From an optimization exercise on the open Yosys and OpenROAD flow, aimed at small area; shortcuts taken in it are not production practice. No functional check of the RTL was part of any run shown here. Power and IR drop assume default switching activity.

==> flow/config.mk <==
export PLATFORM = sky130hd
export DESIGN_NAME = c2d_top
export DESIGN_NICKNAME = c2d_top
export VERILOG_FILES = /design/flow/design.v
export SDC_FILE = /design/flow/constraint.sdc
export NUM_CORES = 4
export LEC_CHECK = 0
export CAP_MARGIN = 20
export CORE_MARGIN = 2
export CORE_UTILIZATION = 65
export PLACE_DENSITY = 0.75
export SLEW_MARGIN = 20
==> flow/constraint.sdc <==
create_clock -name core_clock -period 6.0 [get_ports {core_clk_i}]
set_input_delay 1.2000 -clock core_clock [delete_from_list [all_inputs] [get_ports {core_clk_i}]]
set_output_delay 1.2000 -clock core_clock [all_outputs]
set_load 0.01 [all_outputs]
==> flow/design.v <==
package c2d_pkg;
  localparam int BYTE_W     = 8;
  localparam int WORD_W     = 16;
  localparam int LINE_WORDS = 18;   
  localparam logic [6:0] TINIT_END = 7'd100;
  localparam logic [7:0] DI_RAW8 = 8'h2A;
  localparam logic [7:0] WC_LO   = 8'd36;
endpackage
`timescale 1ns/1ps
module c2d_top (
  input  logic                       core_clk_i,
  input  logic                       rst_n_i,
  input  logic                       fv_i,
  input  logic                       lv_i,
  input  logic                       dvalid_i,
  input  logic [c2d_pkg::BYTE_W-1:0] pixdata_d1_i,
  input  logic [c2d_pkg::BYTE_W-1:0] pixdata_d0_i,
  output logic                       tinit_done_o,
  output logic                       lp_p_o,
  output logic                       lp_n_o,
  output logic                       hs_data_en_o,
  output logic [15:0]                hs_data_o,
  output logic                       d_hs_req_o,
  output logic                       d_hs_ack_o
);
  localparam int N = c2d_pkg::LINE_WORDS;
  logic [1:0] sync_q;
  logic       rstn;
  always_ff @(posedge core_clk_i or negedge rst_n_i) begin
    if (!rst_n_i) sync_q <= '0;
    else          sync_q <= {sync_q[0], 1'b1};
  end
  assign rstn = sync_q[1];
  logic fv_q, lv_q, armed_q;
  logic fv_rise, fv_fall, lv_fall;
  logic ev_fs, ev_fe, ev_line;
  logic push;
  assign fv_rise = fv_i && !fv_q;
  assign fv_fall = !fv_i && fv_q;
  assign lv_fall = !lv_i && lv_q;
  assign ev_fs   = fv_rise && tinit_done_o;
  assign ev_fe   = armed_q && fv_fall;
  assign ev_line = armed_q && lv_fall;
  assign push    = armed_q && lv_i && dvalid_i;
  always_ff @(posedge core_clk_i) begin
    fv_q <= fv_i;
    lv_q <= lv_i;
  end
  always_ff @(posedge core_clk_i or negedge rstn) begin
    if (!rstn) begin
      armed_q <= 1'b0;
    end else begin
      if (ev_fs)        armed_q <= 1'b1;
      else if (fv_fall) armed_q <= 1'b0;
    end
  end
  localparam logic [5:0] Q_POP  = 6'd54;
  localparam logic [5:0] Q_IDLE = 6'd32;
  logic [5:0] q;
  logic [1:0] pend_q;   
  logic       long_q;
  logic       fe_q;
  logic       pop_evt;
  logic       pay;
  assign pop_evt = (q == Q_POP);
  assign pay     = (q >= 6'd9) && (q <= 6'd26);
  always_ff @(posedge core_clk_i or negedge rstn) begin
    if (!rstn) begin
      q      <= Q_IDLE;
      pend_q <= 2'd0;
    end else begin
      if (q == Q_IDLE) begin
        if (pend_q != 2'd0) q <= Q_POP;
      end else if (q == 6'd8 && !long_q) begin
        q <= 6'd28;
      end else begin
        q <= q + 1'b1;
      end
      if (ev_fs)        pend_q <= 2'd1;
      else if (ev_fe)   pend_q <= 2'd2;
      else if (ev_line) pend_q <= 2'd3;
      else if (pop_evt) pend_q <= 2'd0;
    end
  end
  always_ff @(posedge core_clk_i) begin
    if (pop_evt) begin
      long_q <= (pend_q == 2'd3);
      fe_q   <= (pend_q == 2'd2);
    end
  end
  logic [15:0] frame_q;
  logic        tdone_q;
  always_ff @(posedge core_clk_i or negedge rstn) begin
    if (!rstn) begin
      frame_q <= 16'hFF9C;
      tdone_q <= 1'b0;
    end else begin
      if (!tdone_q || (pop_evt && pend_q == 2'd1)) frame_q <= frame_q + 1'b1;
      if (&frame_q[6:0]) tdone_q <= 1'b1;   
    end
  end
  assign tinit_done_o = tdone_q;
  logic [15:0]  buf_q [N];
  logic [N-1:0] upper;   
  logic [N-1:0] sh;      
  logic [N-1:0] sh_n;
  logic [15:0]  head;
  assign head = buf_q[N-1];
  always_comb begin
    for (int i = 0; i < N; i++) begin
      upper[i] = (q >= 6'd9) && (q <= 6'(8 + i));
      sh[i]    = push || upper[i];
      sh_n[i]  = !push && ((q < 6'd9) || (q > 6'(8 + i)));
    end
  end
  always_ff @(posedge core_clk_i) begin
    buf_q[0] <= ({16{sh_n[0]}} | {pixdata_d1_i, pixdata_d0_i}) & ({16{sh[0]}} | buf_q[0]);
    for (int i = 1; i < N; i++) begin
      buf_q[i] <= ({16{sh_n[i]}} | buf_q[i-1]) & ({16{sh[i]}} | buf_q[i]);
    end
  end
  function automatic logic [15:0] crc_byte(input logic [15:0] crc_in, input logic [7:0] data);
    logic [15:0] c;
    c = crc_in;
    for (int i = 0; i < 8; i++) begin
      if (c[0] ^ data[i]) c = (c >> 1) ^ 16'h8408;
      else                c = c >> 1;
    end
    crc_byte = c;
  endfunction
  function automatic logic [5:0] ecc6(input logic [23:0] d);
    logic [5:0] p;
    p[0] = ^(d & 24'hF12CB7);
    p[1] = ^(d & 24'hF2555B);
    p[2] = ^(d & 24'h749A6D);
    p[3] = ^(d & 24'hB8E38E);
    p[4] = ^(d & 24'hDF03F0);
    p[5] = ^(d & 24'hEFFC00);
    ecc6 = p;
  endfunction
  logic [15:0] crc_q;
  logic [15:0] crc_next;
  logic        trail;
  assign crc_next = crc_byte(crc_byte(crc_q, head[7:0]), head[15:8]);
  assign trail    = (q >= 6'd27) && (q <= 6'd31);
  always_ff @(posedge core_clk_i) begin
    for (int i = 0; i < 16; i++) begin
      if (pay)                             crc_q[i] <= crc_next[i];
      else if (!(trail && (i % 8 == 7)))   crc_q[i] <= 1'b1;
    end
  end
  localparam logic [5:0] ECC_LONG = ecc6({8'd0, c2d_pkg::WC_LO, c2d_pkg::DI_RAW8});
  logic [15:0] hdr0, hdr1;
  assign hdr0 = long_q ? {c2d_pkg::WC_LO, c2d_pkg::DI_RAW8} : {frame_q[7:0], 7'd0, fe_q};
  assign hdr1 = long_q ? {2'b00, ECC_LONG, 8'd0}
                       : {2'b00, ecc6({frame_q, 7'd0, fe_q}), frame_q[15:8]};
  logic tr0, tr1;
  assign tr0 = long_q ? ~crc_q[7]  : ~frame_q[15];
  assign tr1 = long_q ? ~crc_q[15] : 1'b1;
  assign hs_data_en_o = !q[5];
  assign d_hs_ack_o   = (q >= 6'd6) && (q <= 6'd31);
  assign d_hs_req_o   = (q >= 6'd55) || (q <= 6'd27);
  assign lp_p_o       = (q >= 6'd32) && (q <= 6'd56);
  assign lp_n_o       = (q >= 6'd32) && (q <= 6'd60);
  always_comb begin
    if (q <= 6'd5)       hs_data_o = 16'h0000;
    else if (q == 6'd6)  hs_data_o = 16'hB8B8;
    else if (q == 6'd7)  hs_data_o = hdr0;
    else if (q == 6'd8)  hs_data_o = hdr1;
    else if (q <= 6'd26) hs_data_o = head;
    else if (q == 6'd27) hs_data_o = crc_q;
    else                 hs_data_o = {{8{tr1}}, {8{tr0}}};
  end
endmodule
==> flow/flow/run.sh <==
#!/bin/bash
# Standard synthesis and layout, with small port buffers and a clock tree
# built without dummy loads. Each tool's output goes to a log file here.
set -euo pipefail
export BUFFER_PORTS_ARGS="-buffer_cell sky130_fd_sc_hd__buf_1"
export CTS_ARGS="-sink_clustering_enable -repair_clock_nets -dont_use_dummy_load -sink_clustering_size 20 -sink_clustering_max_diameter 60 -buf_list sky130_fd_sc_hd__clkbuf_8"
bash standard.sh synth > synth.log 2>&1
bash standard.sh finish > layout.log 2>&1
==> flow/standard.sh <==
#!/bin/bash
# synth_recipe.tcl (not shown) runs the flow's synth.tcl, then flattens the netlist and writes it again
# the make line also repeats each setting of config.mk as NAME=value (left out here)
make -C /OpenROAD-flow-scripts/flow DESIGN_CONFIG=/design/flow/config.mk WORK_HOME=/design/flow/orfs CLKGATE_MAP_FILE= SYNTH_SCRIPT=/design/flow/synth_recipe.tcl "${@:-finish}"
==> results of run 1 <==
-- power groups by stage --
stage	Clock (mW)	Sequential (mW)	Combinational, mW
2_1_floorplan	0	2.29	0.000822
3_3_place_gp	0	2.29	0.00598
3_5_place_dp	0	2.29	0.00647
4_1_cts	0.990	2.24	0.00648
5_1_grt	1.07	2.24	0.00728
6_report	0.959	2.24	0.00633
-- path summary, 6_finish.rpt --
kind                                endpoint  slack, ps  depth (start not counted)
worst max-delay path            hs_data_o[7]       1410                          6
worst min-delay path                 armed_q        280                          0
worst max register to register   buf_q[8][4]       3000                          5
worst min register to register       armed_q        280                          0
max in group asynchronous               q[3]       5260                          0
min in group core_clock            sync_q[1]        370                          0
-- cells by family after synthesis --
group	count (synthesis)	share of synthesized area [%]
AOI/OAI and AO/OA	404	26.52
xor gates and xnor gates	94	7.981
adders and majority gates	11	1.096
buffers and inverters	71	2.670
DFF	336	55.13
muxes	1	0.08967
other	1	0.02986
and+or+nand+nor	163	6.477
-- routing by layer --
| layer | up-vias | track usage (%) |
|---|---|---|
| li1 | 4080 | - |
| met1 | 3984 | 37.34 |
| met2 | 162 | 38.28 |
| met3 | 39 | 2.951 |
| met4 | 0 | 5.419 |
| met5 | - | 0 |
-- layout make-up --
cell class                 count  area [um2]
tap                          260       325.3
timing repair buffer          52       232.7
sequential                   336        6924
fill                        1438        5682
inverter                       9       33.78
clock buffer                  22       302.8
multi-input combinational    674        5330
-- through the flow --
step / util [%] / total power, mW / area [um2] / hold WS [ps] / instances
global placement: 68.00 / 2.297 / 12800 / 336.2 / 1329
CTS: 69.65 / 3.237 / 13120 / 373.3 / 1352
global route: 69.83 / 3.322 / 13150 / 325.3 / 1353
finish: 69.83 / 3.207 / 13150 / 279.3 / 1353
floorplan: - / 2.291 / 12560 / 323.9 / 1081
detailed placement: 68.04 / 2.298 / 12810 / 346.4 / 1330
-- synthesized netlist by cell type (3+ instances only) --
master    number
dfxtp_1      304
o22a_1       288
xnor2_1       59
nand2_1       56
buf_2         40
a21oi_1       36
nor2_1        36
nand3_1       24
xor2_1        20
clkbuf_1      16
dfrtp_1       15
dfstp_2       13
a21o_1        11
ha_1          11
o211ai_1      11
a31oi_1       10
inv_1          8
o21ai_0        7
nand4_1        6
a22oi_1        5
a311o_1        5
buf_4          5
nor2b_1        5
o21a_1         5
and3_1         4
edfxtp_1       4
o21ai_1        4
o21ai_2        4
xnor3_1        4
xnor3_2        4
nand2b_1       3
nor3_1         3
nor3_2         3
or2_1          3
xnor2_2        3
xor2_2         3
-- sequential cells by signal (all words and copies together) (netlist names), 2 cells and up --
register / flops
crc_q: 16
q: 6
buf_q: 288
frame_q: 16
pend_q: 2
sync_q: 2
==> results.json, run 1 <==
{
  "firstDrtPassIters": 5,
  "place_congestion": 0.9538,
  "grt_remaining_overflow": 0,
  "htree_levels": 1,
  "fin_crit_sh_pct": 76.57,
  "drc": 0,
  "synthArstFlopShare_pct": 8.333,
  "hold_path_class": "reg2async",
  "synth_seq_area_share_pct": 55.13,
  "critPathLaunchType": "flop",
  "crit_chain": "nor4b_2, nand2_1, nor2_1, a22oi_1, a21oi_1, buf_1",
  "ir_worst_vdd_mv": 0.2368,
  "rsz0062_at_grt": "false",
  "pwr_density_cell_nw_per_um2": 243.9,
  "cts_sinks": 336,
  "finalWorstSetupSlack_ps": 1406,
  "switching_power_mw": 0.6346,
  "status": "complete, no violations",
  "cts_hold_buf": 0,
  "grt_max_degree": 27,
  "numPortBuffers": 42,
  "drt_wl_total_um": 25200,
  "r2r-start": "q[4]",
  "yosys-top-cells-area": "dfxtp_1, o22a_1, xnor2_1",
  "ys.flop_type": "dfxtp_1",
  "layout-drive-gt1-share_pct": 8.234,
  "p_comb_share_pct": 0.2,
  "layout_common_cells": "dfxtp_1, o22a_1, xnor2_1, nand2_1, buf_1",
  "synthCells": 1081,
  "ys_ff_latch": 336,
  "crit_fanout": 24,
  "setup-tns-final_ps": 0,
  "track_usage_pct": 24.72,
  "slew_headroom_pct": 27.42,
  "arrival_ps": 3390,
  "insertion_delay_ps": 560,
  "drt_first_iter_violations": 568,
  "detail_route.wl_per_cell_um": 18.63,
  "cts_inserted_buffers": 22,
  "required_ps": 4800,
  "max_freq_mhz": 217.7,
  "post-place-ws_ps": 2015,
  "area_delta_synth_final_pct": 4.713,
  "seqPwrFrac_pct": 69.9,
  "drt-met1-wl_um": 12760,
  "post_cts_buffers": 0,
  "synth_nets": 1113,
  "met2_length_um": 11110,
  "worstSetupPathType": "reg2out",
  "setup_viol": 0,
  "synth_edf_count": 4,
  "crit_start": "q[3]",
  "finalHoldViolCount": 0,
  "cp_slowest_stage_delay_ps": 810,
  "netlist_area_um2": 12560,
  "power.internal_mw": 2.572,
  "die_x_um": 143.0,
  "io_pins": 43,
  "clockBufferDepth": 3,
  "tritoncts": "yes",
  "final.min_clock_period_ps": 4594,
  "p_leak_nw": 4.647,
  "antenna_found_initial": 0,
  "wl_met3_um": 885,
  "dp_hpwl_um": 18110,
  "final_antenna_net_count": 0,
  "yosys.cell_types.count": 73,
  "synth_top_area_share_pct": 48.47,
  "grt_pass1_vias": 7781,
  "slowest_stage": "dfrtp_1",
  "std_cell_rows": 50,
  "sw_frac_of_total_pct": 19.79,
  "final_max_slew_viol_count": 0,
  "grt_first_pass_wirelength_um": 40940,
  "dr_total_vias": 8265,
  "synth_top_cell_by_area": "dfxtp_1",
  "antennaDiodeCount": 0,
  "clockPowerShare_pct": 29.9,
  "initial_utilization_pct": 66.68,
  "skew_ps": 72.10,
  "path_delay_family": "simple AND/OR/NAND/NOR gates",
  "die_y_um": 143.0,
  "yosysWarnings": 2,
  "layout.nets": 1127,
  "core_um2": 18830,
  "die-area_um2": 20450,
  "worstSetupEndpointType": "output port",
  "viasPerCell": 6.109,
  "cts_resized": 0,
  "clk_pin_slew_ps": 120,
  "final_common_cell": "dfxtp_1",
  "crit_buf_inv": 1,
  "syn_avg_cell_area_um2": 11.62,
  "cts_root_buffer": "clkbuf_8",
  "routed.top_layer": "met4",
  "worst_pin_slew_ps": 1085,
  "drv_cap": 0
}
==> inputs of run 2 (changes only) <==
--- a/flow/design.v
+++ b/flow/design.v
@@ -110,7 +110,7 @@
     for (int i = 0; i < N; i++) begin
       upper[i] = (q >= 6'd9) && (q <= 6'(8 + i));
       sh[i]    = push || upper[i];
-      sh_n[i]  = !push && ((q < 6'd9) || (q > 6'(8 + i)));
+      sh_n[i]  = !sh[i];
     end
   end
   always_ff @(posedge core_clk_i) begin
==> results.json, run 2 <==
{
  "drv_cap": 0,
  "die-area_um2": 20250,
  "crit_start": "q[0]",
  "final_max_slew_viol_count": 0,
  "rsz0062_at_grt": "false",
  "final.min_clock_period_ps": 4680,
  "arrival_ps": 3480,
  "die_y_um": 142.3,
  "worstSetupPathType": "reg2out",
  "io_pins": 43,
  "initial_utilization_pct": 66.46,
  "holdWs_ps": 264.5,
  "post_dp_cell_area_um2": 12900,
  "detail_route.wl_per_cell_um": 19.67,
  "std_cell_rows": 50,
  "slowest_stage": "a2111oi_0",
  "netlist_area_um2": 12430,
  "slew_headroom_pct": 30.87,
  "synth_edf_count": 292,
  "r2r-start": "q[0]",
  "ir_worst_vdd_mv": 0.2742,
  "numPortBuffers": 42,
  "synth.top_cells.by_count": "edfxtp_1, xnor2_1, nand2_1",
  "syn_avg_cell_area_um2": 17.05,
  "status": "complete, no violations",
  "post_cts_buffers": 0,
  "die_x_um": 142.3,
  "critPathLaunchType": "flop",
  "cts_root_buffer": "clkbuf_8",
  "viasPerCell": 5.850,
  "grt_first_pass_wirelength_um": 31290,
  "p_leak_nw": 4.444,
  "fin_crit_sh_pct": 78.00,
  "yosysWarnings": 2,
  "synth_seq_area_share_pct": 78.87,
  "tritoncts": "yes",
  "synth_nets": 761,
  "worstSetupEndpointType": "output port",
  "cp_slowest_stage_delay_ps": 760,
  "grt_pass1_vias": 5840,
  "required_ps": 4800,
  "cts_sinks": 336,
  "clockBufferDepth": 3,
  "firstDrtPassIters": 5,
  "grt_max_degree": 27,
  "synth_most_common_cell": "edfxtp_1",
  "crit_fanout": 10,
  "pwr_density_cell_nw_per_um2": 534.2,
  "drt_first_iter_violations": 502,
  "cts_resized": 0,
  "finalHoldViolCount": 0,
  "core_um2": 18710,
  "insertion_delay_ps": 540,
  "grt_remaining_overflow": 0,
  "fin_total_pwr_mw": 7.060,
  "antennaDiodeCount": 0,
  "htree_levels": 1,
  "final_area_um2": 13220,
  "setup_viol": 0,
  "synth_top_area_share_pct": 70.53,
  "layout-drive-gt1-share_pct": 7.801,
  "finalWorstSetupSlack_ps": 1320,
  "max_freq_mhz": 213.7,
  "cts_inserted_buffers": 23,
  "final_antenna_net_count": 0,
  "place_congestion": 0.9734,
  "dp_hpwl_um": 14560,
  "yosys-top-cells-area": "edfxtp_1, xnor2_1, dfrtp_1",
  "synth_top_cell_by_area": "edfxtp_1",
  "drt_wl_total_um": 19980,
  "antenna_found_initial": 0,
  "track_usage_pct": 20.52,
  "area_delta_synth_final_pct": 6.310,
  "yosys.cell_types.count": 61,
  "ys.flop_type": "edfxtp_1",
  "dr_total_vias": 5944,
  "drc": 0,
  "crit_chain": "inv_1, ha_1, nor3b_1, or4_1, nand3_1, a2111oi_0, a21o_1, buf_1",
  "layout.nets": 816,
  "ys_ff_latch": 336,
  "setup-tns-final_ps": 0,
  "final_common_cell": "edfxtp_1",
  "worst_pin_slew_ps": 1034,
  "hold_path_class": "reg2async",
  "clk_pin_slew_ps": 100,
  "synthArstFlopShare_pct": 8.333,
  "post-place-ws_ps": 1954,
  "layout_common_cells": "edfxtp_1, xnor2_1, nand2_1, buf_1, nor2_1",
  "synthCells": 729,
  "cts_hold_buf": 0,
  "skew_ps": 80.67
}
## run 2: cell count changes after synthesis, sizes merged, moves of 14 or more
cell    change
nand2      -14
dfxtp     -288
buf        -41
a21oi      -15
o22a      -288
edfxtp    +288
## run 2: power by group
group	total (mW)	switching (mW)	internal, mW	leakage (nW)
Combinational	2.33	1.38	0.950	1.10
Clock	0.944	0.599	0.344	0.165
Sequential	3.79	0.349	3.44	3.18
## run 2: metal layers
metal  track usage, %  up-vias  part of all wire, %
li1                 -     2815                    -
met1            28.19     2929                   43
met2            33.99      173                   48
met3            4.475       27                  6.6
met4            5.576        0                  2.3
met5                0        -                    0
## run 2: cell families (layout without fill, tap and decap cells)
group / after synthesis / after routing / synth area share [%]
simple gates: 154 / 154 / 6.129
fa+ha+maj: 11 / 11 / 1.107
compound gates: 95 / 95 / 5.012
flops: 336 / 336 / 78.87
mux: 2 / 2 / 0.1711
xor+xnor: 96 / 96 / 7.609
other cells: 1 / 1 / 0.03016
buf+inv: 34 / 87 / 1.067
## run 2: worst paths after layout
check	endpoint	slack (ps)	depth (start not counted)
worst max-delay path	hs_data_o[14]	1320	8
worst min-delay path	frame_q[1]	260	0
worst max register to register	flop	2950	6
worst min register to register	frame_q[1]	260	0
max in group asynchronous	frame_q[14]	5300	0
min in group core_clock	flop	340	0
## run 2: stage by stage
step	cells	util, %
floorplan	729	-
global placement	993	68.94
detailed placement	993	68.94
CTS	1016	70.64
global route	1016	70.66
finish	1016	70.66
## run 2: cell type report
class	instances	area, um2
flip-flops and latches	336	9807
multi-input cells	359	2507
well taps	234	292.8
fillers	1184	5489
repair buffers	56	262.8
clock buffers	23	316.6
inverters	8	30.03
## run 2: worst max-delay path: cells and delay by family (launching register included)
kind	cells	cell delay (ps)
AO/OA/AOI/OAI	2	920
AND/OR/NAND/NOR	3	920
adder cells (fa/ha/maj)	1	350
buffers and inverters	2	290
flip-flops	1	500
==> inputs of run 3 (changes only) <==
--- a/flow/design.v
+++ b/flow/design.v
@@ -104,13 +104,20 @@
   logic [N-1:0] upper;   
   logic [N-1:0] sh;      
   logic [N-1:0] sh_n;
+  logic [N-1:0] upper_n;
   logic [15:0]  head;
   assign head = buf_q[N-1];
+  always_comb begin
+    upper_n[0] = 1'b1;
+    for (int i = 1; i < N; i++) begin
+      upper_n[i] = upper_n[i-1] && (q != 6'(8 + i));
+    end
+  end
   always_comb begin
     for (int i = 0; i < N; i++) begin
       upper[i] = (q >= 6'd9) && (q <= 6'(8 + i));
       sh[i]    = push || upper[i];
-      sh_n[i]  = !sh[i];
+      sh_n[i]  = !push && upper_n[i];
     end
   end
   always_ff @(posedge core_clk_i) begin
==> results.json, run 3 <==
{
  "crit_fanout": 29,
  "synth.area.mux_share_pct": 1.493,
  "top_register": "buf_q",
  "track_usage_pct": 24.67,
  "final.min_clock_period_ps": 4759,
  "drc": 0,
  "layout-drive-gt1-share_pct": 8.739,
  "synthCells": 1100,
  "worstSetupPathType": "reg2out",
  "final_common_cell": "dfxtp_1",
  "synth_most_common_cell": "dfxtp_1",
  "cp_slowest_stage_delay_ps": 960,
  "max_freq_mhz": 210.1,
  "layout_common_cells": "dfxtp_1, o22a_1, xnor2_1, nand2_1, buf_1",
  "reg_top3": "buf_q x288, crc_q x16, frame_q x16",
  "std_cell_rows": 51,
  "yosys-top-cells-area": "dfxtp_1, o22a_1, xnor2_1",
  "clockBufferDepth": 3,
  "setup_viol": 0,
  "skew_ps": 111.7,
  "synthAdderAreaFrac_pct": 1.080,
  "core_um2": 19330,
  "holdWs_ps": 271.1,
  "ys.flop_type": "dfxtp_1",
  "synthArstFlopShare_pct": 8.333,
  "synth_top_family_by_area": "compound AO/OA/AOI/OAI gates",
  "largest_reg_flops": 288,
  "die_x_um": 144.0,
  "netlist_area_um2": 12740,
  "setup-tns-final_ps": 0,
  "firstDrtPassIters": 5,
  "synth_edf_count": 4,
  "cts_sinks": 336,
  "yosysWarnings": 2,
  "required_ps": 4800,
  "ir_worst_vdd_mv": 0.2536,
  "post_dp_cell_area_um2": 13030,
  "sw_frac_of_total_pct": 19.84,
  "crit_chain": "nor4b_2, nand2_1, nor2_1, a211oi_1, a221oi_1, buf_1",
  "cts_resized": 0,
  "status": "complete, no violations",
  "tritoncts": "yes",
  "p_leak_nw": 4.937,
  "switching_power_mw": 0.6402,
  "finalHoldViolCount": 0,
  "path_delay_family": "simple AND/OR/NAND/NOR gates",
  "clockPowerShare_pct": 30.3,
  "final_antenna_net_count": 0,
  "initial_utilization_pct": 65.88,
  "die_y_um": 144.0,
  "critPathLaunchType": "flop",
  "synth-simple-area-share_pct": 8.378,
  "synth.top_cells.by_count": "dfxtp_1, o22a_1, xnor2_1",
  "rsz0062_at_grt": "false",
  "drt_wl_total_um": 25380,
  "fin_crit_sh_pct": 79.32,
  "post-route-util_pct": 69.09,
  "final_max_slew_viol_count": 0,
  "dp_hpwl_um": 17920,
  "ys_ff_latch": 336,
  "grt_first_pass_wirelength_um": 41170,
  "slowest_stage": "dfrtp_1",
  "synth_top_cell_by_area": "dfxtp_1",
  "hold_path_class": "reg2async",
  "grt_pass1_vias": 8042,
  "cts_hold_buf": 0,
  "arrival_ps": 3560,
  "layout.nets": 1144,
  "slew_headroom_pct": 39.10,
  "detail_route.wl_per_cell_um": 18.46,
  "dr_total_vias": 8457,
  "synth_seq_area_share_pct": 54.35,
  "antennaDiodeCount": 0,
  "cts_root_buffer": "clkbuf_8",
  "numPortBuffers": 42,
  "pwr_density_cell_nw_per_um2": 241.5,
  "place_congestion": 0.8937,
  "io_pins": 43,
  "htree_levels": 1,
  "drv_cap": 0,
  "antenna_found_initial": 0,
  "die-area_um2": 20730,
  "worstSetupEndpointType": "output port",
  "synth_top_area_share_pct": 47.78,
  "drt_first_iter_violations": 327,
  "grt_remaining_overflow": 0,
  "finalNonFillerCells": 1375,
  "worst_pin_slew_ps": 913.6,
  "synth_compound_area_share_pct": 24.67,
  "power.internal_mw": 2.586,
  "synth_xor_area_share_pct": 7.347,
  "grt_max_degree": 32,
  "yosys.cell_types.count": 76,
  "post_cts_buffers": 0,
  "cts_inserted_buffers": 23,
  "syn_avg_cell_area_um2": 11.58,
  "final_area_um2": 13360,
  "seqPwrFrac_pct": 69.5,
  "synth_nets": 1132,
  "placed_cells": 1352,
  "clk_pin_slew_ps": 110,
  "insertion_delay_ps": 580,
  "p_comb_share_pct": 0.2,
  "area_delta_synth_final_pct": 4.862,
  "crit_buf_inv": 1,
  "viasPerCell": 6.151
}
run 3: per-layer routing:
metal | part of all wire [%] | wire, um | GRT usage (%)
met1 | 47 | 12050 | 34.01
met5 | 0 | 0 | 0
met3 | 3.2 | 803 | 2.980
met2 | 47 | 12060 | 42.23
met4 | 1.9 | 471 | 4.954
run 3: kinds of logic after synthesis:
kind of cell / count (synthesis)
buffers and inverters: 74
AND/OR/NAND/NOR: 186
multiplexers: 17
other: 1
AO/OA/AOI/OAI: 380
XOR/XNOR: 95
adder cells (fa/ha/maj): 11
flip-flops: 336
run 3: metrics by stage:
step	total power, mW	setup slack (ps)
finish	3.226	1241
global route	3.327	906.0
CTS	3.254	1256
detailed placement	2.298	1889
global placement	2.297	1969
floorplan	2.291	2719
run 3: worst paths after layout:
check                      startpoint            end  slack [ps]  depth (start not counted)
min in group core_clock     sync_q[0]      sync_q[1]         390                          0
min                         sync_q[1]           q[3]         270                          0
max in group asynchronous   sync_q[1]     frame_q[9]        5230                          0
min reg2reg                 sync_q[1]           q[3]         270                          0
max                              q[3]   hs_data_o[5]        1240                          6
max reg2reg                      q[0]  buf_q[17][15]        2380                          7
run 3: power groups by stage:
stage | sequential, mW | clock [mW] | combinational, mW
after floorplan | 2.29 | 0 | 0.000818
after global placement | 2.29 | 0 | 0.00591
after detailed placement | 2.29 | 0 | 0.00622
after CTS | 2.24 | 1.01 | 0.00629
after global routing | 2.24 | 1.08 | 0.00707
final | 2.24 | 0.979 | 0.00621
run 3: final cells by class:
type	instances	area, um2
flip-flops and latches	336	6924
inverters	9	33.78
clock buffers	23	316.6
repair buffers	52	232.7
well taps	265	331.6
fillers	1536	5977
multi-input cells	690	5519

separate check: timing with driven ports:
The results above use ideal ports. As a check the final layouts listed here were re-extracted and re-timed, cells and wires unchanged. Step 1 assumes that a clkbuf_16 drives the clock port and a buf_2 every other input. Step 2 adds t to the input delays and takes it off the output delays; t is the mean of the earliest and latest rising clock arrival at the registers after step 1. Input paths then give back, and output paths get back, about the clock's delay inside the block. a / b / c = ideal / step 1 / step 2; a / b = the first two.
| run | t, ns | slack for setup (ns) | worst setup path after step 2 | worst data-port slew with drivers (ns) | cell pins on the clock port's net |
|---|---|---|---|---|---|
| run 1 | 0.569 | 1.406 / 1.363 / 1.932 | register to output | 0.03 | 1 |
| run 2 | 0.549 | 1.320 / 1.276 / 1.825 | register to output | 0.03 | 1 |
| run 3 | 0.566 | 1.241 / 1.199 / 1.765 | register to output | 0.03 | 1 |
After both steps setup and hold are still met in every run listed.
